What follows belongs to an exercise in optimizing a design on an open flow for small area, a short achievable clock period and few clock cycles per item; a production flow would make more cautious choices.
The RTL was checked by simulation tests, not by an equivalence proof against the original design.

// encoder_position_speed_estimator
module encoder_position_speed_estimator (
    input  logic                  aclk,
    input  logic                  aresetn,
    input  logic                  s_tvalid,
    output logic                  s_tready,
    input  logic [epse_pkg::S_TDATA_W-1:0]  s_tdata,
    output logic                  m_tvalid,
    input  logic                  m_tready,
    output logic [epse_pkg::M_TDATA_W-1:0]  m_tdata,
    input  logic                  cfg_wr_en,
    input  logic [epse_pkg::CFG_ADDR_W-1:0] cfg_addr,
    input  logic [epse_pkg::CFG_DATA_W-1:0] cfg_wr_data
);
    logic [1:0]  rev_mask;
    logic [15:0] cpr;
    logic [15:0] min_gap;
    logic [16:0] alpha_eff;    
    logic [17:0] alpha3;       
    logic [16:0] alpha_wr;
    assign alpha_wr = cfg_wr_data[16] ? 17'h10000 : cfg_wr_data;
    always_ff @(posedge aclk) begin
        if (!aresetn) begin
            rev_mask  <= RST_REVERSE_MASK;
            cpr       <= RST_COUNTS_PER_REV;
            min_gap   <= RST_MIN_INTERVAL;
            alpha_eff <= RST_ALPHA;
            alpha3    <= 18'(3 * RST_ALPHA);
        end else if (cfg_wr_en) begin
            unique case (cfg_addr)
                CFG_REVERSE_MASK:   rev_mask  <= cfg_wr_data[1:0];
                CFG_COUNTS_PER_REV: cpr       <= cfg_wr_data[15:0];
                CFG_MIN_INTERVAL:   min_gap   <= cfg_wr_data[15:0];
                CFG_ALPHA: begin
                    alpha_eff <= alpha_wr;
                    alpha3    <= {1'b0, alpha_wr} + {alpha_wr, 1'b0};
                end
                default: ;
            endcase
        end
    end
    logic [15:0] last_raw  [2];
    logic [31:0] pos       [2];
    logic [31:0] dpos      [2];
    logic [31:0] base_time [2];
    logic        primed    [2];
    logic [31:0] rps       [2];
    logic v0, v1, vd, vo;
    logic out_free;
    logic dv_adv, dv_free, j1_adv, j1_free, fe_adv, s0_free;
    logic [1:0]  kind0;
    logic [1:0]  mot0;
    logic [15:0] raw0;
    logic [31:0] now0;
    logic        ok0, idx0, is_clr0, is_spd0, upd0, dtge0;
    always_ff @(posedge aclk) begin
  ...
Size in the first run: roughly 910 flip-flops, about 150 I/O pins, ~85,000 sq um of cells after synthesis.
clock: 12.0 ns
lec_check: 0
abc_area: 1
cap_margin: 20
core_margin: 2
core_utilization: 40
setup_slack_margin: 5
slew_margin: 20
run.sh (not shown) runs the stock make flow with config.mk's settings and CLKGATE_MAP_FILE= SYNTH_SCRIPT=/design/flow/synth_recipe.tcl, a recipe that flattens the netlist after the stock synthesis.
The baseline completed without violations.
Testbench counts at the start, summed over its fixed seeds: cycles 21,528, items 4,000.
Edit:
--- a/flow/design.v
+++ b/flow/design.v
@@ -141,50 +141,60 @@
     logic [31:0] base_time [2];
     logic        primed    [2];
     logic [31:0] rps       [2];
     logic v0, v1, vd, vo;
     logic out_free;
     logic dv_adv, dv_free, j1_adv, j1_free, fe_adv, s0_free;
     logic [1:0]  kind0;
     logic [1:0]  mot0;
     logic [15:0] raw0;
     logic [31:0] now0;
-    logic        ok0, idx0, is_clr0, is_spd0, upd0, dtge0;
+    logic [16:0] dl0, ndl0;
+    logic        ok0, idx0, is_clr0, is_spd0, upd0, dtge0, ddz0;
+    logic        idx_in, rev_in;
+    logic [15:0] raw_in, lr_in, p_in, m_in;
+    logic [16:0] sp_in, sm_in;
+    assign idx_in = s_tdata[3];
+    assign raw_in = s_tdata[19:4];
+    assign rev_in = rev_mask[idx_in];
+    assign lr_in  = (v0 && ok0 && idx0 == idx_in) ? raw0 : last_raw[idx_in];
+    assign p_in   = raw_in - lr_in;
+    assign m_in   = lr_in - raw_in;
+    assign sp_in  = {p_in[15], p_in};
+    assign sm_in  = {m_in[15] && (m_in != 16'h8000), m_in};
     always_ff @(posedge aclk) begin
         if (s_tvalid && s_tready) begin
             kind0 <= s_tdata[1:0];
             mot0  <= s_tdata[3:2];
-            raw0  <= s_tdata[19:4];
+            raw0  <= raw_in;
             now0  <= s_tdata[51:20];
+            dl0   <= rev_in ? sm_in : sp_in;
+            ndl0  <= rev_in ? sp_in : sm_in;
         end
     end
-    logic [15:0] p0, m0;
-    logic [16:0] dl0;
     logic [31:0] delta0, np0, dd0, dt0;
     logic [1:0]  jt0;
     assign ok0     = (mot0 == 2'd1 || mot0 == 2'd2) && kind0 != KIND_RSVD;
     assign idx0    = mot0[1];
     assign is_clr0 = kind0 == KIND_CLEAR;
     assign is_spd0 = kind0 == KIND_SPEED;
-    assign p0      = raw0 - last_raw[idx0];
-    assign m0      = last_raw[idx0] - raw0;
-    assign dl0     = rev_mask[idx0] ? {m0[15] && (m0 != 16'h8000), m0} : {p0[15], p0};
     assign delta0  = {{15{dl0[16]}}, dl0};
     assign np0     = pos[idx0] + delta0;
     assign dd0     = dpos[idx0] + delta0;
+    assign ddz0    = dpos[idx0] == {{15{ndl0[16]}}, ndl0};
     assign dt0     = now0 - base_time[idx0];
     logic        w0;
     logic [33:0] dg0;
     assign w0    = now0 < base_time[idx0];
     assign dg0   = {2'b00, now0} + {2'b11, ~base_time[idx0]} + {18'h3FFFF, ~min_gap} + 34'd2;
     assign dtge0 = w0 ? dg0[32] : !dg0[33];
-    assign upd0    = is_spd0 && primed[idx0] && dtge0 && (dd0 != 32'd0);
+    assign upd0    = is_spd0 && primed[idx0] && dtge0 && !ddz0;
     always_comb begin
         if (!ok0 || kind0 == KIND_POS)            jt0 = J_NONE;
         else if (is_clr0 || !primed[idx0])        jt0 = J_ZERO;
         else if (upd0)                            jt0 = J_UPD;
         else                                      jt0 = J_READ;
     end
     always_ff @(posedge aclk) begin
         if (!aresetn) begin
             for (int i = 0; i < 2; i++) begin
                 last_raw[i]  <= '0;
=> Synthesized cell count climbs by 2.1%; design area rises by 1.6%; non-clock buffer count shrinks by 12; die area is higher by 2.2%; wire length came out higher by 0.64%.
Testbench counts after the change, summed over its fixed seeds: cycles 21,528, items 4,000.


the reference run:
encoder_position_speed_estimator with an RTL version that a note above also has.
Size: ~11000 cells after synthesis, roughly 940 flip-flops, about 150 I/O pins, roughly 0.087 sq mm of cells after synthesis.
## encoder_position_speed_estimator
module encoder_position_speed_estimator (
    input  logic                  aclk,
    input  logic                  aresetn,
    input  logic                  s_tvalid,
    output logic                  s_tready,
    input  logic [epse_pkg::S_TDATA_W-1:0]  s_tdata,
    output logic                  m_tvalid,
    input  logic                  m_tready,
    output logic [epse_pkg::M_TDATA_W-1:0]  m_tdata,
    input  logic                  cfg_wr_en,
    input  logic [epse_pkg::CFG_ADDR_W-1:0] cfg_addr,
    input  logic [epse_pkg::CFG_DATA_W-1:0] cfg_wr_data
);
Settings: LEC_CHECK=0, ABC_AREA=1, CAP_MARGIN=5, CORE_MARGIN=2, CORE_UTILIZATION=40, SETUP_SLACK_MARGIN=5, SLEW_MARGIN=5; clock period 12.0 ns.
The reference run completed every stage of the flow, and the final layout passed the timing, design-rule and antenna checks.
Testbench counts of the reference run, summed over its fixed seeds: cycles 21,528, items 4,000.
Here is what was changed in the inputs of the trial run compared with the reference run.
-- flow/design.v --
<<< the reference run, line 149
    logic [15:0] raw0;
    logic [31:0] now0;
    logic [16:0] dl0, ndl0;
    logic        ok0, idx0, is_clr0, is_spd0, upd0, dtge0, ddz0;
    logic        idx_in, rev_in;
    logic [15:0] raw_in, lr_in, p_in, m_in;
    logic [16:0] sp_in, sm_in;
    assign idx_in = s_tdata[3];
    assign raw_in = s_tdata[19:4];
    assign rev_in = rev_mask[idx_in];
    assign lr_in  = (v0 && ok0 && idx0 == idx_in) ? raw0 : last_raw[idx_in];
    assign p_in   = raw_in - lr_in;
    assign m_in   = lr_in - raw_in;
    assign sp_in  = {p_in[15], p_in};
    assign sm_in  = {m_in[15] && (m_in != 16'h8000), m_in};
    always_ff @(posedge aclk) begin
        if (s_tvalid && s_tready) begin
            kind0 <= s_tdata[1:0];
            mot0  <= s_tdata[3:2];
            raw0  <= raw_in;
            now0  <= s_tdata[51:20];
            dl0   <= rev_in ? sm_in : sp_in;
            ndl0  <= rev_in ? sp_in : sm_in;
        end
    end
    logic [31:0] delta0, np0, dd0, dt0;
    logic [1:0]  jt0;
>>> the trial run, line 149
    logic [15:0] raw0;
    logic [31:0] now0;
    logic        ok0, idx0, is_clr0, is_spd0, upd0, dtge0;
    always_ff @(posedge aclk) begin
        if (s_tvalid && s_tready) begin
            kind0 <= s_tdata[1:0];
            mot0  <= s_tdata[3:2];
            raw0  <= s_tdata[19:4];
            now0  <= s_tdata[51:20];
        end
    end
    logic [15:0] p0, m0;
    logic [16:0] dl0;
    logic [31:0] delta0, np0, dd0, dt0;
    logic [1:0]  jt0;
<<< the reference run, line 178
    assign is_clr0 = kind0 == KIND_CLEAR;
    assign is_spd0 = kind0 == KIND_SPEED;
    assign delta0  = {{15{dl0[16]}}, dl0};
    assign np0     = pos[idx0] + delta0;
    assign dd0     = dpos[idx0] + delta0;
    assign ddz0    = dpos[idx0] == {{15{ndl0[16]}}, ndl0};
    assign dt0     = now0 - base_time[idx0];
    logic        w0;
>>> the trial run, line 166
    assign is_clr0 = kind0 == KIND_CLEAR;
    assign is_spd0 = kind0 == KIND_SPEED;
    assign p0      = raw0 - last_raw[idx0];
    assign m0      = last_raw[idx0] - raw0;
    assign dl0     = rev_mask[idx0] ? {m0[15] && (m0 != 16'h8000), m0} : {p0[15], p0};
    assign delta0  = {{15{dl0[16]}}, dl0};
    assign np0     = pos[idx0] + delta0;
    assign dd0     = dpos[idx0] + delta0;
    assign dt0     = now0 - base_time[idx0];
    logic        w0;
<<< the reference run, line 188
    assign dg0   = {2'b00, now0} + {2'b11, ~base_time[idx0]} + {18'h3FFFF, ~min_gap} + 34'd2;
    assign dtge0 = w0 ? dg0[32] : !dg0[33];
    assign upd0    = is_spd0 && primed[idx0] && dtge0 && !ddz0;
    always_comb begin
        if (!ok0 || kind0 == KIND_POS)            jt0 = J_NONE;
>>> the trial run, line 178
    assign dg0   = {2'b00, now0} + {2'b11, ~base_time[idx0]} + {18'h3FFFF, ~min_gap} + 34'd2;
    assign dtge0 = w0 ? dg0[32] : !dg0[33];
    assign upd0    = is_spd0 && primed[idx0] && dtge0 && (dd0 != 32'd0);
    always_comb begin
        if (!ok0 || kind0 == KIND_POS)            jt0 = J_NONE;
Findings:
- Per the comparison of the trial run with the reference run, time the final worst path needs with I/O delays and setup climbed 98 ps; area added between synthesis and finish rose by 0.78 points; sequential cell count shrank by 33; fmax went down by 2.1 MHz.
Testbench counts of the trial run, summed over its fixed seeds: cycles 21,528, items 4,000.

## re-timing with driven ports
The flow's constraints put no driver on any port. The routed layouts listed below were extracted and timed again, unchanged, in two steps. Step 1, drivers: a clkbuf_16 drives aclk and a buf_2 each remaining input, both assumed. Step 2 also shifts input and output timing later by t, the mid clock arrival at the registers, as if the neighbouring blocks saw the same clock. Slacks: no drivers / after step 1 / after step 2; pairs: no drivers / after step 1.
| run | t, ns | setup WS [ns] | clock arrival spread, ns | slew at the worst register clock pin (ns) | worst data-port slew with drivers (ns) |
|---|---|---|---|---|---|
| the first run of note 1 | 0.861 | 5.105 / 5.105 / 4.561 | 0.036 / 0.037 | 0.08 / 0.08 | 0.05 |
| the second run of note 1 | 0.849 | 5.201 / 5.201 / 4.539 | 0.073 / 0.074 | 0.07 / 0.07 | 0.07 |
| the reference run | 0.847 | 5.208 / 5.163 / 4.522 | 0.056 / 0.057 | 0.07 / 0.07 | 0.07 |
| the trial run | 0.861 | 5.109 / 5.109 / 4.571 | 0.037 / 0.037 | 0.08 / 0.08 | 0.05 |
After both steps every run listed still meets setup and hold. The setup slack of the reference run, which loses most, moves by -0.045 ns with the drivers and by -0.686 ns with both steps.
